Context: an optimization exercise on an open-source flow, tuned for small area. The choices shown serve that exercise and are no tape-out recipe.
In this exercise RTL edits were held to simulation tests only and were not proved equivalent to the original.
Power figures rest on the tool's default switching activity, not on a simulated workload.

==> v13 <==
Design register_file, start of the top module:
module register_file
#(
  parameter int unsigned DATA_WIDTH = register_file_pkg::REG_DATA_WIDTH,
  parameter int unsigned ADDR_WIDTH = register_file_pkg::REG_ADDR_WIDTH
) (
  input  logic                  clock,
  input  logic                  reset_n,
  input  logic [ADDR_WIDTH-1:0] address_s1,
  input  logic [ADDR_WIDTH-1:0] address_s2,
  input  logic [ADDR_WIDTH-1:0] address_d,
  input  logic [DATA_WIDTH-1:0] data_dval,
  input  logic                  write_enable,
  output logic [DATA_WIDTH-1:0] data_s1val,
  output logic [DATA_WIDTH-1:0] data_s2val
);
==> module register_file_wmux, before the edit <==
module register_file_wmux (
  input  logic en,
  input  logic en_n,
  input  logic d,
  input  logic q,
  output logic y
);
  assign y = (en & d) | (en_n & q);
endmodule
==> module register_file_read_port, before the edit <==
module register_file_read_port
#(
  parameter int unsigned DATA_WIDTH = register_file_pkg::REG_DATA_WIDTH,
  parameter int unsigned ADDR_WIDTH = register_file_pkg::REG_ADDR_WIDTH
) (
  input  logic [(2**ADDR_WIDTH)-1:0][DATA_WIDTH-1:0] regs,
  input  logic [ADDR_WIDTH-1:0]                      addr,
  output logic [DATA_WIDTH-1:0]                      data
);
  localparam int unsigned DEPTH = 2**ADDR_WIDTH;
  logic [DEPTH-1:1] sel;
  for (genvar i = 1; i < DEPTH; i++) begin : g_sel
    assign sel[i] = (addr == ADDR_WIDTH'(i));
  end
  for (genvar b = 0; b < DATA_WIDTH; b++) begin : g_bit
    logic [DEPTH-1:1] col;
    for (genvar i = 1; i < DEPTH; i++) begin : g_col
      assign col[i] = regs[i][b];
    end
    register_file_read_bit u_bit (
      .sel (sel),
      .d   (col),
      .y   (data[b])
    );
  end
endmodule
==> module register_file, before the edit <==
module register_file
#(
  parameter int unsigned DATA_WIDTH = register_file_pkg::REG_DATA_WIDTH,
  parameter int unsigned ADDR_WIDTH = register_file_pkg::REG_ADDR_WIDTH
) (
  input  logic                  clock,
  input  logic                  reset_n,
  input  logic [ADDR_WIDTH-1:0] address_s1,
  input  logic [ADDR_WIDTH-1:0] address_s2,
  input  logic [ADDR_WIDTH-1:0] address_d,
  input  logic [DATA_WIDTH-1:0] data_dval,
  input  logic                  write_enable,
  output logic [DATA_WIDTH-1:0] data_s1val,
  output logic [DATA_WIDTH-1:0] data_s2val
);
  localparam int unsigned DEPTH = 2**ADDR_WIDTH;
  logic [DEPTH-1:0][DATA_WIDTH-1:0] regs_view;
  logic [DATA_WIDTH-1:0]            wdata;
  assign regs_view[0] = '0;
  assign wdata        = data_dval & {DATA_WIDTH{reset_n}};
  for (genvar g = 1; g < DEPTH; g++) begin : g_reg
    logic [DATA_WIDTH-1:0] q;
    logic [DATA_WIDTH-1:0] d;
    logic                  en;
    logic                  en_n;
    assign en   = !reset_n || (write_enable && (address_d == ADDR_WIDTH'(g)));
    assign en_n = !en;
    for (genvar b = 0; b < DATA_WIDTH; b++) begin : g_bit
      register_file_wmux u_wmux (
        .en   (en),
        .en_n (en_n),
        .d    (wdata[b]),
        .q    (q[b]),
        .y    (d[b])
      );
    end
    always_ff @(posedge clock) begin
      q <= d;
    end
    assign regs_view[g] = q;
  end
  register_file_read_port #(
    .DATA_WIDTH (DATA_WIDTH),
    .ADDR_WIDTH (ADDR_WIDTH)
  ) u_port_s1 (
    .regs (regs_view),
    .addr (address_s1),
    .data (data_s1val)
  );
  register_file_read_port #(
    .DATA_WIDTH (DATA_WIDTH),
    .ADDR_WIDTH (ADDR_WIDTH)
  ) u_port_s2 (
    .regs (regs_view),
    .addr (address_s2),
    .data (data_s2val)
  );
endmodule
export LEC_CHECK = 0
export CAP_MARGIN = 20
export CORE_MARGIN = 2
export CORE_UTILIZATION = 40
export SLEW_MARGIN = 20
export SYNTH_HIERARCHICAL = 1
create_clock -name core_clock -period 6.0 [get_ports {clock}]
run.sh (not shown) runs the stock make flow with config.mk's settings and CLKGATE_MAP_FILE= SYNTH_SCRIPT=/design/flow/synth_recipe.tcl, a recipe that flattens the netlist after the stock synthesis.
==> v27: changes against v13 <==
--- a/flow/design.v
+++ b/flow/design.v
@@ -8,4 +8,4 @@
 module register_file_wmux (
-  input  logic en,
-  input  logic en_n,
+  input  logic load,
+  input  logic hold,
   input  logic d,
@@ -14,3 +14,3 @@
 );
-  assign y = (en & d) | (en_n & q);
+  assign y = (load & d) | (hold & q);
 endmodule
@@ -41,2 +41,23 @@
 endmodule
+module register_file_predecode (
+  input  logic [4:0] addr,
+  output logic [3:0] hi_n,
+  output logic [7:0] lo_n
+);
+  for (genvar j = 0; j < 4; j++) begin : g_hi
+    assign hi_n[j] = (addr[4:3] != 2'(j));
+  end
+  for (genvar j = 0; j < 8; j++) begin : g_lo
+    assign lo_n[j] = (addr[2:0] != 3'(j));
+  end
+endmodule
+module register_file_decode (
+  input  logic [3:0]  hi_n,
+  input  logic [7:0]  lo_n,
+  output logic [31:1] sel
+);
+  for (genvar i = 1; i < 32; i++) begin : g_sel
+    assign sel[i] = !(hi_n[i/8] | lo_n[i%8]);
+  end
+endmodule
 module register_file_read_port
@@ -51,6 +72,7 @@
   localparam int unsigned DEPTH = 2**ADDR_WIDTH;
+  logic [3:0]       hi_n;
+  logic [7:0]       lo_n;
   logic [DEPTH-1:1] sel;
-  for (genvar i = 1; i < DEPTH; i++) begin : g_sel
-    assign sel[i] = (addr == ADDR_WIDTH'(i));
-  end
+  register_file_predecode u_pre (.addr (addr), .hi_n (hi_n), .lo_n (lo_n));
+  register_file_decode u_dec (.hi_n (hi_n), .lo_n (lo_n), .sel (sel));
   for (genvar b = 0; b < DATA_WIDTH; b++) begin : g_bit
@@ -84,5 +106,3 @@
   logic [DEPTH-1:0][DATA_WIDTH-1:0] regs_view;
-  logic [DATA_WIDTH-1:0]            wdata;
   assign regs_view[0] = '0;
-  assign wdata        = data_dval & {DATA_WIDTH{reset_n}};
   for (genvar g = 1; g < DEPTH; g++) begin : g_reg
@@ -90,11 +110,13 @@
     logic [DATA_WIDTH-1:0] d;
-    logic                  en;
-    logic                  en_n;
-    assign en   = !reset_n || (write_enable && (address_d == ADDR_WIDTH'(g)));
-    assign en_n = !en;
+    logic                  wsel;
+    logic                  load;
+    logic                  hold;
+    assign wsel = write_enable && (address_d == ADDR_WIDTH'(g));
+    assign load = reset_n && wsel;
+    assign hold = reset_n && !wsel;
     for (genvar b = 0; b < DATA_WIDTH; b++) begin : g_bit
       register_file_wmux u_wmux (
-        .en   (en),
-        .en_n (en_n),
-        .d    (wdata[b]),
+        .load (load),
+        .hold (hold),
+        .d    (data_dval[b]),
         .q    (q[b]),
==> flow/flow/run.sh (new file) <==
#!/bin/bash
# The standard ORFS layout (standard.sh), with these changes:
#  - ports are buffered with plain sky130_fd_sc_hd__buf_1 cells instead of the
#    delay cell buffer_ports picks by default;
#  - CTS does not add dummy loads to balance the tree.
set -euo pipefail
export BUFFER_PORTS_ARGS="-buffer_cell sky130_fd_sc_hd__buf_1"
export CTS_ARGS="-sink_clustering_enable -repair_clock_nets -dont_use_dummy_load -sink_clustering_size 30 -sink_clustering_max_diameter 80"
bash standard.sh > standard.log 2>&1
==> flow/standard.sh (new file) <==
#!/bin/bash
# synth_recipe.tcl (not shown) runs the flow's synth.tcl, then flattens the netlist and writes it again
# the make line also repeats each setting of config.mk as NAME=value (left out here)
make -C /OpenROAD-flow-scripts/flow DESIGN_CONFIG=/design/flow/config.mk WORK_HOME=/design/flow/orfs CLKGATE_MAP_FILE= SYNTH_SCRIPT=/design/flow/synth_recipe.tcl "${@:-finish}"
--- a/flow/config.mk
+++ b/flow/config.mk
@@ -9,3 +9,6 @@
 export CORE_MARGIN = 2
-export CORE_UTILIZATION = 40
+export CORE_UTILIZATION = 58
+export CTS_CLUSTER_DIAMETER = 80
+export CTS_CLUSTER_SIZE = 30
+export SETUP_SLACK_MARGIN = 0.05
 export SLEW_MARGIN = 20
removed: flow/run.sh
==> summary.txt <==
outcome: complete, but fails checks
SO Faults: setup timing
WL met1: 69170 µm
met3 Usage GRT: 13.81%
GRT Resource Usage Total: 38.49%
antenna violations before repair: 6
# diodes: 4
share of layout cells above drive strength 1: 13.50%
clk pwr: 7030 µW
met1 usage: 46.95%
final worst slack: -0.07033 ns
DR vias: 39990
Layout fillers: 8239
combinational power share: 11.8%
Setup Viol. Count Final: 7
Pwr Density: 352.4 nW/µm²
cell-internal power: 12070 µW
Max Fclk: 164.7 MHz
relative slew slack: 7.150%
Post-Route WL: 198700 µm
-- figures above: v13

==> summary.txt <==
met3 Usage GRT: 27.33%
count of input and output buffers: 113
DR vias: 39630
final worst slack: 0.3614 ns
relative slew slack: 15.03%
Setup Viol. Count Final: 0
Layout fillers: 4912
Pwr Density: 253.8 nW/µm²
outcome: finished clean
Max Fclk: 177.3 MHz
cell-internal power: 8054 µW
GRT Resource Usage Total: 52.40%
Sequential Area: 19860 µm²
Starting Density: 58.77%
combinational power share: 6.8%
# diodes: 6
Crit path arrival time: 4.44 ns
Post-Route WL: 184400 µm
clk pwr: 3380 µW
antenna violations before repair: 8
-- figures above: v27

-- afterwards: timing with drivers on the ports --
The flow's constraints put no driver on any port. The routed layouts listed below were extracted and timed again, unchanged, in two steps. Step 1 sets driving cells, clkbuf_16 on the clock port and buf_2 on the other inputs (assumed; they add their load-dependent delay and slew). Step 2 times the ports against the registers' clock, not the clock port: input delays grow and output delays shrink by t, the midpoint of the rising clock arrivals with the driver on. Slacks: no drivers / after step 1 / after step 2; pairs: no drivers / after step 1.
run	t, ns	setup WS [ns]	cell pins on the clock port's net
v13	0.754	-0.070 / -0.095 / -0.095	1
v27	0.696	0.361 / 0.315 / 0.315	1
The setup slack of v27, which loses most, moves by -0.046 ns with the drivers and by -0.046 ns with both steps.
